This design comes from an exercise in tuning for small area and a short achievable clock period on the open sky130 flow, not from production work. Power and IR drop assume default switching activity.

==> flow/design.v <==
`timescale 1ns/1ns
package ahb_pkg;
  localparam int HADDR_W = 32;
  localparam int HDATA_W = 32;
  localparam int BE_W    = HDATA_W / 8;
  typedef enum logic [1:0] {
    HTRANS_IDLE   = 2'b00,
    HTRANS_BUSY   = 2'b01,
    HTRANS_NONSEQ = 2'b10,
    HTRANS_SEQ    = 2'b11
  } htrans_t;
  typedef enum logic [2:0] {
    HSIZE_BYTE  = 3'b000,
    HSIZE_HWORD = 3'b001,
    HSIZE_WORD  = 3'b010
  } hsize_t;
  localparam logic HRESP_OKAY = 1'b0;
endpackage
`timescale 1ns/1ns
package timer_pkg;
  localparam logic [31:0] PRESCALE_OFS = 32'h0000_0000;
  localparam logic [31:0] IPENDING_OFS = 32'h0000_0008;
  localparam logic [31:0] IENABLE_OFS  = 32'h0000_000C;
  localparam logic [31:0] TIME_OFS     = 32'h0000_0010;
  localparam logic [31:0] TIME_MSB_OFS = 32'h0000_0014;
  localparam logic [31:0] TIMECMP_OFS  = 32'h0000_0018;
  localparam int TIMECMP_STRIDE = 8;
  localparam int TIME_W     = 64;
  localparam int PRESCALE_W = 32;
  typedef enum logic [2:0] {
    RD_PRESCALE = 3'd0,
    RD_IPENDING = 3'd1,
    RD_IENABLE  = 3'd2,
    RD_TIME_LO  = 3'd3,
    RD_TIME_HI  = 3'd4,
    RD_CMP_LO   = 3'd5,
    RD_CMP_HI   = 3'd6,
    RD_ZERO     = 3'd7
  } rd_sel_t;
endpackage
`timescale 1ns/1ns
module timer_bus_decode
(
  input  logic [31:6] addr_hi,
  input  logic        live,
  output logic        hi_zero,
  output logic        rd_ok
);
  assign hi_zero = ~|addr_hi;
  assign rd_ok   = live && hi_zero;
endmodule
`timescale 1ns/1ns
module ahb_timer #(
  parameter  int TIMERS      = 3,
  localparam int TIMER_IDX_W = (TIMERS > 1) ? $clog2(TIMERS) : 1
)
(
  input  logic                        HCLK,
  input  logic                        HRESETn,
  input  logic                        HSEL,
  input  logic [ahb_pkg::HADDR_W-1:0] HADDR,
  input  logic [ahb_pkg::HDATA_W-1:0] HWDATA,
  output logic [ahb_pkg::HDATA_W-1:0] HRDATA,
  input  logic                        HWRITE,
  input  logic [2:0]                  HSIZE,
  input  logic [2:0]                  HBURST,
  input  logic [3:0]                  HPROT,
  input  logic [1:0]                  HTRANS,
  output logic                        HREADYOUT,
  input  logic                        HREADY,
  output logic                        HRESP,
  output logic                        tint
);
  localparam int NW = 12;
  assign HREADYOUT = 1'b1;
  assign HRESP     = ahb_pkg::HRESP_OKAY;
  logic live;
  always_ff @(posedge HCLK or negedge HRESETn)
  begin
    if (!HRESETn)
      live <= 1'b0;
    else
      live <= 1'b1;
  end
  logic          hi_zero;
  logic [3:0]    rd_ok;
  logic [3:0]    word;
  logic [NW-1:0] asel;
  logic          wr_xfer;
  logic [3:0]    be;
  timer_bus_decode u_hi0 (.addr_hi(HADDR[31:6]), .live, .hi_zero,           .rd_ok(rd_ok[0]));
  timer_bus_decode u_hi1 (.addr_hi(HADDR[31:6]), .live, .hi_zero(),         .rd_ok(rd_ok[1]));
  timer_bus_decode u_hi2 (.addr_hi(HADDR[31:6]), .live, .hi_zero(),         .rd_ok(rd_ok[2]));
  timer_bus_decode u_hi3 (.addr_hi(HADDR[31:6]), .live, .hi_zero(),         .rd_ok(rd_ok[3]));
  assign word = HADDR[5:2];
  always_comb
  begin
    for (int k = 0; k < NW; k++)
      asel[k] = (word == 4'(k));
  end
  assign wr_xfer = HSEL && HREADY && HWRITE && HTRANS[1];
  always_comb
  begin
    case (HSIZE)
      3'd0:    be = 4'b0001 << HADDR[1:0];
      3'd1:    be = 4'b0011 << HADDR[1:0];
      default: be = 4'b1111 << HADDR[1:0];
    endcase
  end
  logic          wr_ok;
  logic          wr_nok;
  logic [3:0]    wr_word;
  logic [3:0]    wr_be;
  logic [NW-1:0] ws;
  always_ff @(posedge HCLK or negedge HRESETn)
  begin
    if (!HRESETn)
    begin
      wr_ok  <= 1'b0;
      wr_nok <= 1'b1;
    end
    else
    begin
      wr_ok  <= wr_xfer && hi_zero;
      wr_nok <= !(wr_xfer && hi_zero);
    end
  end
  always_ff @(posedge HCLK)
  begin
    wr_word <= word;
    wr_be   <= be;
  end
  logic [NW-1:0][3:0] lane_wr;
  logic [NW-1:0][3:0] lane_keep;
  always_comb
  begin
    for (int k = 0; k < NW; k++)
    begin
      ws[k] = wr_ok && (wr_word == 4'(k));
      for (int b = 0; b < 4; b++)
      begin
        lane_wr[k][b]   = ws[k] && wr_be[b];
        lane_keep[k][b] = live && (wr_nok || (wr_word != 4'(k)) || !wr_be[b]);
      end
    end
  end
  function automatic logic [31:0] lane_merge(
    input logic [31:0] old_val,
    input logic [31:0] new_val,
    input logic [3:0]  wr,
    input logic [3:0]  keep
  );
    logic [31:0] res;
    for (int n = 0; n < 4; n++)
      res[n*8 +: 8] = (new_val[n*8 +: 8] & {8{wr[n]}}) | (old_val[n*8 +: 8] & {8{keep[n]}});
    lane_merge = res;
  endfunction
  function automatic logic [63:0] inc_flips(input logic [63:0] v);
    logic [15:0] grp;
    logic [15:0] below;
    logic [63:0] res;
    for (int j = 0; j < 16; j++)
      grp[j] = &v[4*j +: 4];
    below[0] = 1'b1;
    for (int j = 1; j < 16; j++)
      below[j] = &(grp | (16'hFFFF << j));
    for (int j = 0; j < 16; j++)
    begin
      res[4*j]     = below[j];
      res[4*j + 1] = below[j] & v[4*j];
      res[4*j + 2] = below[j] & (v[4*j] & v[4*j + 1]);
      res[4*j + 3] = below[j] & (v[4*j] & v[4*j + 1] & v[4*j + 2]);
    end
    inc_flips = res;
  endfunction
  function automatic logic [31:0] dec_flips(input logic [31:0] v);
    logic [7:0]  grp;
    logic [7:0]  below;
    logic [31:0] res;
    for (int j = 0; j < 8; j++)
      grp[j] = ~|v[4*j +: 4];
    below[0] = 1'b1;
    for (int j = 1; j < 8; j++)
      below[j] = &(grp | (8'hFF << j));
    for (int j = 0; j < 8; j++)
    begin
      res[4*j]     = below[j];
      res[4*j + 1] = below[j] & ~v[4*j];
      res[4*j + 2] = below[j] & ~(v[4*j] | v[4*j + 1]);
      res[4*j + 3] = below[j] & ~(v[4*j] | v[4*j + 1] | v[4*j + 2]);
    end
    dec_flips = res;
  endfunction
  logic [31:0]      prescale;
  logic             prescale_wr;
  logic             enabled;
  logic [2:0]       ienable;
  logic [63:0]      time_val;
  logic [63:0]      time_src;
  logic [2:0][63:0] cmp_vals;
  logic [31:0]      cnt;
  logic             count_en;
  logic [2:0]       ipending;
  always_ff @(posedge HCLK or negedge HRESETn)
  begin
    if (!HRESETn)
    begin
      prescale_wr <= 1'b0;
      enabled     <= 1'b0;
    end
    else
    begin
      prescale_wr <= ws[0];
      if (ws[0])
        enabled <= 1'b1;
    end
  end
  assign time_src = (count_en && !ws[4] && !ws[5]) ? (time_val ^ inc_flips(time_val)) : time_val;
  always_ff @(posedge HCLK)
  begin
    prescale        <= lane_merge(prescale, HWDATA, lane_wr[0], lane_keep[0]);
    ienable         <= lane_merge({29'b0, ienable}, HWDATA, lane_wr[3], lane_keep[3]) & 3'b111;
    time_val[31:0]  <= lane_merge(time_src[31:0], HWDATA, lane_wr[4], lane_keep[4]);
    time_val[63:32] <= lane_merge(time_src[63:32], HWDATA, lane_wr[5], lane_keep[5]);
    for (int n = 0; n < 3; n++)
    begin
      cmp_vals[n][31:0]  <= lane_merge(cmp_vals[n][31:0], HWDATA, lane_wr[6 + 2*n], lane_keep[6 + 2*n]);
      cmp_vals[n][63:32] <= lane_merge(cmp_vals[n][63:32], HWDATA, lane_wr[7 + 2*n], lane_keep[7 + 2*n]);
    end
  end
  logic cnt_zero;
  assign cnt_zero = (cnt == '0);
  always_ff @(posedge HCLK)
  begin
    if (prescale_wr || cnt_zero || !enabled)
      cnt <= prescale;
    else
      cnt <= cnt ^ dec_flips(cnt);
  end
  always_ff @(posedge HCLK or negedge HRESETn)
  begin
    if (!HRESETn)
      count_en <= 1'b0;
    else
      count_en <= enabled && cnt_zero;
  end
  logic [2:0] hit;
  always_comb
  begin
    for (int n = 0; n < 3; n++)
      hit[n] = (time_val == cmp_vals[n]) && !ws[6 + 2*n] && !ws[7 + 2*n];
  end
  always_ff @(posedge HCLK or negedge HRESETn)
  begin
    if (!HRESETn)
    begin
      ipending <= '0;
      tint     <= 1'b0;
    end
    else
    begin
      ipending <= enabled ? hit : 3'b000;
      tint     <= |(ipending & ienable);
    end
  end
  logic [NW-1:0][31:0] rwords;
  logic [31:0]         rmux;
  always_comb
  begin
    rwords     = '0;
    rwords[0]  = prescale;
    rwords[2]  = {29'b0, ipending};
    rwords[3]  = {29'b0, ienable};
    rwords[4]  = time_val[31:0];
    rwords[5]  = time_val[63:32];
    rwords[6]  = cmp_vals[0][31:0];
    rwords[7]  = cmp_vals[0][63:32];
    rwords[8]  = cmp_vals[1][31:0];
    rwords[9]  = cmp_vals[1][63:32];
    rwords[10] = cmp_vals[2][31:0];
    rwords[11] = cmp_vals[2][63:32];
    rmux = '0;
    for (int k = 0; k < NW; k++)
      rmux = rmux | (rwords[k] & {32{asel[k]}});
  end
  always_ff @(posedge HCLK)
  begin
    for (int b = 0; b < 4; b++)
      HRDATA[b*8 +: 8] <= rmux[b*8 +: 8] & {8{rd_ok[b]}};
  end
endmodule
==> flow/config.mk <==
export PLATFORM = sky130hd
export DESIGN_NAME = ahb_timer
export DESIGN_NICKNAME = ahb_timer
export VERILOG_FILES = /design/flow/design.v
export SDC_FILE = /design/flow/constraint.sdc
export NUM_CORES = 4
export LEC_CHECK = 0
export CAP_MARGIN = 20
export CORE_MARGIN = 2
export CORE_UTILIZATION = 50
export CTS_BUF_LIST = sky130_fd_sc_hd__clkbuf_16
export CTS_CLUSTER_DIAMETER = 60
export CTS_CLUSTER_SIZE = 30
export SLEW_MARGIN = 20
export SYNTH_HIERARCHICAL = 1
==> flow/constraint.sdc <==
create_clock -name core_clock -period 8.0 [get_ports {HCLK}]
set_input_delay 1.6000 -clock core_clock [delete_from_list [all_inputs] [get_ports {HCLK}]]
set_output_delay 1.6000 -clock core_clock [all_outputs]
set_load 0.01 [all_outputs]
standard.sh (not shown) runs the stock make flow with config.mk's settings and CLKGATE_MAP_FILE= SYNTH_SCRIPT=/design/flow/synth_recipe.tcl, a recipe that flattens the netlist after the stock synthesis.
==> flow/flow/run.sh <==
#!/bin/bash
# Standard layout, but with a plain buffer on every port instead of the
# delay cell that buffer_ports picks on its own
set -euo pipefail
export BUFFER_PORTS_ARGS="-buffer_cell sky130_fd_sc_hd__buf_2"
# Timing repair aims past the 8 ns constraint
export SETUP_SLACK_MARGIN=5.5
# Clock tree without the dummy loads CTS adds for balance
export CTS_ARGS="-sink_clustering_enable -repair_clock_nets -sink_clustering_size 30 -sink_clustering_max_diameter 60 -buf_list sky130_fd_sc_hd__clkbuf_16 -dont_use_dummy_load"
bash standard.sh > standard.log 2>&1
Next try:
--- a/flow/design.v
+++ b/flow/design.v
@@ -41,13 +41,19 @@
 `timescale 1ns/1ns
 module timer_bus_decode
 (
-  input  logic [31:6] addr_hi,
-  input  logic        live,
-  output logic        hi_zero,
-  output logic        rd_ok
+  input  logic [12:0] bits,
+  output logic        zero
 );
-  assign hi_zero = ~|addr_hi;
-  assign rd_ok   = live && hi_zero;
+  assign zero = ~|bits;
+endmodule
+`timescale 1ns/1ns
+module timer_compare
+(
+  input  logic [63:0] time_val,
+  input  logic [63:0] cmp_val,
+  output logic        eq
+);
+  assign eq = (time_val == cmp_val);
 endmodule
 `timescale 1ns/1ns
 module ahb_timer #(
@@ -88,10 +94,15 @@
   logic [NW-1:0] asel;
   logic          wr_xfer;
   logic [3:0]    be;
-  timer_bus_decode u_hi0 (.addr_hi(HADDR[31:6]), .live, .hi_zero,           .rd_ok(rd_ok[0]));
-  timer_bus_decode u_hi1 (.addr_hi(HADDR[31:6]), .live, .hi_zero(),         .rd_ok(rd_ok[1]));
-  timer_bus_decode u_hi2 (.addr_hi(HADDR[31:6]), .live, .hi_zero(),         .rd_ok(rd_ok[2]));
-  timer_bus_decode u_hi3 (.addr_hi(HADDR[31:6]), .live, .hi_zero(),         .rd_ok(rd_ok[3]));
+  logic [3:0] zlo;
+  logic [3:0] zhi;
+  for (genvar b = 0; b < 4; b++)
+  begin : g_hi
+    timer_bus_decode u_lo (.bits(HADDR[18:6]),  .zero(zlo[b]));
+    timer_bus_decode u_hi (.bits(HADDR[31:19]), .zero(zhi[b]));
+    assign rd_ok[b] = live && zlo[b] && zhi[b];
+  end
+  assign hi_zero = zlo[0] && zhi[0];
   assign word = HADDR[5:2];
   always_comb
   begin
@@ -244,11 +255,15 @@
     else
       count_en <= enabled && cnt_zero;
   end
+  logic [2:0] eq;
   logic [2:0] hit;
+  timer_compare u_cmp0 (.time_val, .cmp_val(cmp_vals[0]), .eq(eq[0]));
+  timer_compare u_cmp1 (.time_val, .cmp_val(cmp_vals[1]), .eq(eq[1]));
+  timer_compare u_cmp2 (.time_val, .cmp_val(cmp_vals[2]), .eq(eq[2]));
   always_comb
   begin
     for (int n = 0; n < 3; n++)
-      hit[n] = (time_val == cmp_vals[n]) && !ws[6 + 2*n] && !ws[7 + 2*n];
+      hit[n] = eq[n] && !ws[6 + 2*n] && !ws[7 + 2*n];
   end
   always_ff @(posedge HCLK or negedge HRESETn)
   begin
Via count shrinks by a few percent.
Cell area is about the same.
Critical path depth went up by 1.
Worst hold slack is worse by 0.023 ns.
Sequential power is about the same.
Sequential cell count is unchanged.
Power is higher by a few percent.
Non-clock buffer count goes up by 24.
Die area falls slightly.
Utilization came out higher by 1.3 points.
Wire length decreases by roughly a tenth.
Area after synthesis shrinks slightly.
Worst setup slack gains 0.15 ns.
No run of this note included a check of the RTL's function; only the layout flow was run.

==> afterwards: timing with drivers on the ports <==
The flow's constraints put no driver on any port. The routed layouts listed below were extracted and timed again, unchanged, in two steps. Step 1 (the two cells are an assumption about what drives the block):
set clk [get_ports {HCLK}]
set_driving_cell -lib_cell sky130_fd_sc_hd__clkbuf_16 $clk
set_driving_cell -lib_cell sky130_fd_sc_hd__buf_2 [delete_from_list [all_inputs] $clk]
Step 2 times the ports against the registers' clock, not the clock port: input delays grow and output delays shrink by t, the midpoint of the rising clock arrivals with the driver on. Slacks: no drivers / after step 1 / after step 2; pairs: no drivers / after step 1.
run	t (ns)	setup WS [ns]	worst register clock-pin slew, ns
the first run	0.645	5.185 / 5.195 / 4.551	0.09 / 0.09
the second run	0.571	5.336 / 5.329 / 4.758	0.08 / 0.08
After both steps setup and hold are still met in every run listed. The setup slack of the first run, which loses most, moves by +0.010 ns with the drivers and by -0.634 ns with both steps.
